Source: an optimization exercise on an open RTL-to-GDS flow (aim: small area). Production flows keep margins and buffers that such runs may drop. In this exercise RTL edits were held to simulation tests only and were not proved equivalent to the original. Power and IR drop assume default switching activity. The clock port is modelled as an ideal driver; clocking choices that lean on that would not hold on a real chip.

==> try-juniper <==
// input_mems_pp
module input_mems_pp #(
    parameter int INW  = 10,
    parameter int R    = 15,
    parameter int C    = 13,
    parameter int MAXK = 7,
    localparam int K_BITS      = $clog2(MAXK + 1),
    localparam int X_ADDR_BITS = $clog2(R * C),
    localparam int W_ADDR_BITS = $clog2(MAXK * MAXK)
) (
    input  logic                          clk,
    input  logic                          reset,
    input  logic        [INW-1:0]         AXIS_TDATA,
    input  logic                          AXIS_TVALID,
    input  logic        [K_BITS:0]        AXIS_TUSER,
    output logic                          AXIS_TREADY,
    output logic                          inputs_loaded,
    input  logic                          compute_finished,
    output logic        [K_BITS-1:0]      K,
    output logic signed [INW-1:0]         B,
    input  logic        [X_ADDR_BITS-1:0] X_read_addr,
    output logic signed [INW-1:0]         X_data,
    input  logic        [W_ADDR_BITS-1:0] W_read_addr,
    output logic signed [INW-1:0]         W_data,
    output logic                          proto_err
);
    localparam int NX = R * C;
    localparam int NW = MAXK * MAXK;
    localparam int NXG = (2 * NX + 2) / 3;    
    localparam int NWG = (2 * NW + 2) / 3;    
    typedef enum logic [1:0] {
        IDLE    = 2'd0,
        INPUT_W = 2'd1,
        INPUT_B = 2'd2,
        INPUT_X = 2'd3
    } state_t;
    state_t                state_r;
    logic [1:0]            cnt_r;
    logic                  wr_bank_r, rd_bank_r, last_w_r, w_valid_r, tw_r;
    logic [1:0]            wsel_r;
    logic [K_BITS-1:0]     kreg_r [2];
    logic [INW-1:0]        breg_r [2];
    logic [X_ADDR_BITS-1:0] counter_r;
    logic                  proto_err_r;
    logic [INW-1:0]        x_data_r, w_data_r;
    logic [INW-1:0] xb_r [2][NX];
    logic [INW-1:0] wb_r [2][NW];
    logic              hs_s, new_w_s, k_ok_s, idle_hs_s, accept_w_s, accept_x_s, reject_s;
    logic              tw_sel_s, done_s, rel_s, w_last_s, wrb_s;
    logic [K_BITS-1:0] k_in_s;
    logic [1:0]        cnt_n_s;
  ...
Settings: LEC_CHECK=0, CAP_MARGIN=10, CORE_MARGIN=2, CORE_UTILIZATION=70, CTS_BUF_LIST=sky130_fd_sc_hd__clkbuf_16, CTS_CLUSTER_DIAMETER=100, CTS_CLUSTER_SIZE=25, SLEW_MARGIN=10, SYNTH_HIERARCHICAL=1, SYNTH_MINIMUM_KEEP_SIZE=0; clock period 8.0 ns.
standard.sh (not shown) runs the stock make flow with config.mk's settings and CLKGATE_MAP_FILE= SYNTH_SCRIPT=/design/flow/synth_recipe.tcl, a recipe that flattens the netlist after the stock synthesis.
==> flow/flow/run.sh <==
#!/bin/bash
# The standard layout, with two changes: the clock tree is built without dummy
# balancing loads and with larger sink clusters, and ports are buffered with the
# smallest buffer. Everything else (synthesis, floorplan, power grid, placement,
# routing) is the standard flow, unchanged.
set -euo pipefail
export CTS_ARGS="-sink_clustering_enable -repair_clock_nets -dont_use_dummy_load -buf_list sky130_fd_sc_hd__clkbuf_16 -sink_clustering_size 30 -sink_clustering_max_diameter 100"
export BUFFER_PORTS_ARGS="-buffer_cell sky130_fd_sc_hd__buf_1"
bash standard.sh finish > standard_make.log 2>&1
==> inputs of try-onyx, as changes to try-juniper <==
--- a/flow/design.v
+++ b/flow/design.v
@@ -28,14 +28,12 @@
     input  logic        [W_ADDR_BITS-1:0] W_read_addr,
     output logic signed [INW-1:0]         W_data,
     output logic                          proto_err
 );
     localparam int NX = R * C;
     localparam int NW = MAXK * MAXK;
-    localparam int NXG = (2 * NX + 2) / 3;    
-    localparam int NWG = (2 * NW + 2) / 3;    
     typedef enum logic [1:0] {
         IDLE    = 2'd0,
         INPUT_W = 2'd1,
         INPUT_B = 2'd2,
         INPUT_X = 2'd3
     } state_t;
@@ -202,74 +200,57 @@
             3'd5:    woff_s = 6'd24;
             3'd6:    woff_s = 6'd13;
             default: woff_s = 6'd0;
         endcase
         wpos_s = {1'b0, W_read_addr} + {1'b0, woff_s};
     end
-    logic [15:0] xrlo_s, xrhi_s [2];
-    logic [7:0]  wrlo_s;
-    logic [6:0]  wrhi_s [2];
-    logic        wok_s;
-    logic [2*NX-1:0] xsel_s;
-    logic [2*NW-1:0] wsel_s;
-    always_comb begin
-        wok_s = !reset && (W_read_addr < 6'(NW));
+    logic [15:0]   xrlo_s, xrhi_s;
+    logic [7:0]    wrlo_s;
+    logic [6:0]    wrhi_s;
+    logic [NX-1:0] xsel_s;
+    logic [NW-1:0] wsel_s;
+    always_comb begin
         for (int i = 0; i < 16; i++) begin
-            xrlo_s[i]    = (X_read_addr[3:0] == 4'(i));
-            xrhi_s[0][i] = !reset && !rd_bank_r && (X_read_addr[7:4] == 4'(i));
-            xrhi_s[1][i] = !reset &&  rd_bank_r && (X_read_addr[7:4] == 4'(i));
+            xrlo_s[i] = (X_read_addr[3:0] == 4'(i));
+            xrhi_s[i] = !reset && (X_read_addr[7:4] == 4'(i));
         end
         for (int i = 0; i < 8; i++) begin
             wrlo_s[i] = (wpos_s[2:0] == 3'(i));
         end
         for (int i = 0; i < 7; i++) begin
-            wrhi_s[0][i] = wok_s && !wrb_s && (wpos_s[6:3] == 4'(i));
-            wrhi_s[1][i] = wok_s &&  wrb_s && (wpos_s[6:3] == 4'(i));
-        end
-        for (int b = 0; b < 2; b++) begin
-            for (int i = 0; i < NX; i++) xsel_s[b*NX + i] = xrlo_s[i % 16] && xrhi_s[b][i / 16];
-            for (int i = 0; i < NW; i++) wsel_s[b*NW + i] = wrlo_s[i % 8] && wrhi_s[b][i / 8];
-        end
-    end
-    logic [INW-1:0] xflat_s [3*NXG];
-    logic [INW-1:0] wflat_s [3*NWG];
-    logic [3*NXG-1:0] xselp_s;
-    logic [3*NWG-1:0] wselp_s;
-    always_comb begin
-        xselp_s = '0;
-        wselp_s = '0;
-        xselp_s[2*NX-1:0] = xsel_s;
-        wselp_s[2*NW-1:0] = wsel_s;
-        for (int j = 0; j < 3*NXG; j++) xflat_s[j] = '0;
-        for (int j = 0; j < 3*NWG; j++) wflat_s[j] = '0;
-        for (int b = 0; b < 2; b++) begin
-            for (int i = 0; i < NX; i++) xflat_s[b*NX + i] = xb_r[b][i];
-            for (int i = 0; i < NW; i++) wflat_s[b*NW + i] = wb_r[b][i];
-        end
-    end
-    logic [NXG-1:0] xg_n [INW];
-    logic [NWG-1:0] wg_n [INW];
-    for (genvar d = 0; d < INW; d++) begin : g_bit
-        for (genvar g = 0; g < NXG; g++) begin : g_x
-            mems_aoi222 u_x (
-                .a0(xselp_s[3*g]),   .b0(xflat_s[3*g][d]),
-                .a1(xselp_s[3*g+1]), .b1(xflat_s[3*g+1][d]),
-                .a2(xselp_s[3*g+2]), .b2(xflat_s[3*g+2][d]),
-                .y(xg_n[d][g])
-            );
-        end
-        for (genvar g = 0; g < NWG; g++) begin : g_w
-            mems_aoi222 u_w (
-                .a0(wselp_s[3*g]),   .b0(wflat_s[3*g][d]),
-                .a1(wselp_s[3*g+1]), .b1(wflat_s[3*g+1][d]),
-                .a2(wselp_s[3*g+2]), .b2(wflat_s[3*g+2][d]),
-                .y(wg_n[d][g])
-            );
+            wrhi_s[i] = !reset && (W_read_addr < 6'(NW)) && (wpos_s[6:3] == 4'(i));
+        end
+        for (int i = 0; i < NX; i++) xsel_s[i] = xrlo_s[i % 16] && xrhi_s[i / 16];
+        for (int i = 0; i < NW; i++) wsel_s[i] = wrlo_s[i % 8] && wrhi_s[i / 8];
+    end
+    localparam int NXG = NX / 3;          
+    localparam int NWG = NW / 3;          
+    logic [NXG-1:0] xg_n [2][INW];
+    logic [NWG:0]   wg_n [2][INW];
+    for (genvar b = 0; b < 2; b++) begin : g_bank
+        for (genvar d = 0; d < INW; d++) begin : g_bit
+            for (genvar g = 0; g < NXG; g++) begin : g_x
+                mems_aoi222 u_x (
+                    .a0(xsel_s[3*g]),   .b0(xb_r[b][3*g][d]),
+                    .a1(xsel_s[3*g+1]), .b1(xb_r[b][3*g+1][d]),
+                    .a2(xsel_s[3*g+2]), .b2(xb_r[b][3*g+2][d]),
+                    .y(xg_n[b][d][g])
+                );
+            end
+            for (genvar g = 0; g < NWG; g++) begin : g_w
+                mems_aoi222 u_w (
+                    .a0(wsel_s[3*g]),   .b0(wb_r[b][3*g][d]),
+                    .a1(wsel_s[3*g+1]), .b1(wb_r[b][3*g+1][d]),
+                    .a2(wsel_s[3*g+2]), .b2(wb_r[b][3*g+2][d]),
+                    .y(wg_n[b][d][g])
+                );
+            end
+            assign wg_n[b][d][NWG] = ~(wsel_s[NW-1] & wb_r[b][NW-1][d]);
         end
     end
     always_ff @(posedge clk) begin
         for (int d = 0; d < INW; d++) begin
-            x_data_r[d] <= ~&xg_n[d];
-            w_data_r[d] <= ~&wg_n[d];
+            x_data_r[d] <= rd_bank_r ? ~&xg_n[1][d] : ~&xg_n[0][d];
+            w_data_r[d] <= wrb_s     ? ~&wg_n[1][d] : ~&wg_n[0][d];
         end
     end
 endmodule
==> flow/flow/run.sh (replaced) <==
#!/bin/bash
# The standard layout, with two changes: the clock tree is built without dummy
# balancing loads and with larger sink clusters, and ports are buffered with the
# smallest buffer. Everything else (synthesis, floorplan, power grid, placement,
# routing) is the standard flow, unchanged.
set -euo pipefail
export CTS_ARGS="-sink_clustering_enable -repair_clock_nets -dont_use_dummy_load -buf_list sky130_fd_sc_hd__clkbuf_16 -sink_clustering_size 25 -sink_clustering_max_diameter 100"
export BUFFER_PORTS_ARGS="-buffer_cell sky130_fd_sc_hd__buf_1"
bash standard.sh finish > standard_make.log 2>&1
==> notes <==
- Between try-juniper and try-onyx, the lower global-route usage is in try-juniper (gap 1.1 points).
- Against try-onyx, the synthesized cell count of try-juniper is higher by about 3.3%.
- Of try-juniper and try-onyx, try-juniper has the higher area after synthesis (gap about 0.7%, measured against try-onyx).
- Worst hold slack: try-onyx is higher than try-juniper (0.0099 ns).
- try-onyx completed without violations. try-juniper finished with capacitance limit, slew limit left.
- Between try-onyx and try-juniper, the lower critical path depth is in try-juniper (gap 1).
- Via count: try-juniper is higher than try-onyx (0.89%).
- In try-juniper the non-clock buffer count is lower than in try-onyx, by 207.
- Power: try-onyx is smaller than try-juniper (about 2.3%).
- Of try-onyx and try-juniper, try-juniper has the higher clock skew (gap 0.020 ns).
==> figures <==
Clock buffer and inverter area fraction after layout: try-juniper 0.0250; try-onyx 0.0292
Routed wire length on met2: try-juniper 199000 um; try-onyx 206000 um
Outcome: try-juniper failed layout checks; try-onyx no timing/DRC/antenna violations
Reasons for failing layout checks: try-juniper capacitance limit, slew limit; try-onyx -
First-pass GRT wire length: try-juniper 631000 um; try-onyx 645000 um
Skew final: try-juniper 0.0921 ns; try-onyx 0.0724 ns
Max FO, Critical Path: try-juniper 15; try-onyx 13
Simple-gate share of the synthesized area: try-juniper 0.0372; try-onyx 0.0317
Layout area overhead: try-juniper 6.18%; try-onyx 7.74%
Post-route worst setup slack: try-juniper 1.09 ns; try-onyx 1.44 ns
WP buf/inv: try-juniper 1; try-onyx 2
Netlist Area Pre-Place: try-juniper 172000 sq um; try-onyx 171000 sq um
Clock network power: try-juniper 11200 uW; try-onyx 12100 uW
Tap Count: try-juniper 3220; try-onyx 3202
Arrival time at the worst endpoint: try-juniper 7.62 ns; try-onyx 7.29 ns
Multi-input combinational cell area: try-juniper 24200 sq um; try-onyx 23200 sq um
Post-route fraction of the period consumed by the critical path: try-juniper 0.864; try-onyx 0.820
# clk buffers: try-juniper 183; try-onyx 215
Leakage Power: try-juniper 0.0448 uW; try-onyx 0.0459 uW
Number of buffers created by CTS: try-juniper 183; try-onyx 215

## separate check: timing with driven ports
How much do the figures lean on ideal ports? The routed layouts below were timed once more, with nothing changed but the port constraints.
Step 1 sets driving cells, clkbuf_16 on the clock port and buf_2 on the other inputs (assumed; they add their load-dependent delay and slew).
Step 2 also shifts input and output timing later by t, the mid clock arrival at the registers, as if the neighbouring blocks saw the same clock.
Three values: ideal ports, drivers, drivers and shift; two values: the first two.
run	t, ns	setup slack, ns	slew at the worst register clock pin (ns)
try-juniper	0.961	1.089 / 1.168 / 0.207	0.12 / 0.12
try-onyx	0.977	1.436 / 1.495 / 0.518	0.11 / 0.11
For try-onyx, which loses most, drivers alone change the setup slack by +0.059 ns; drivers and shift together by -0.918 ns.
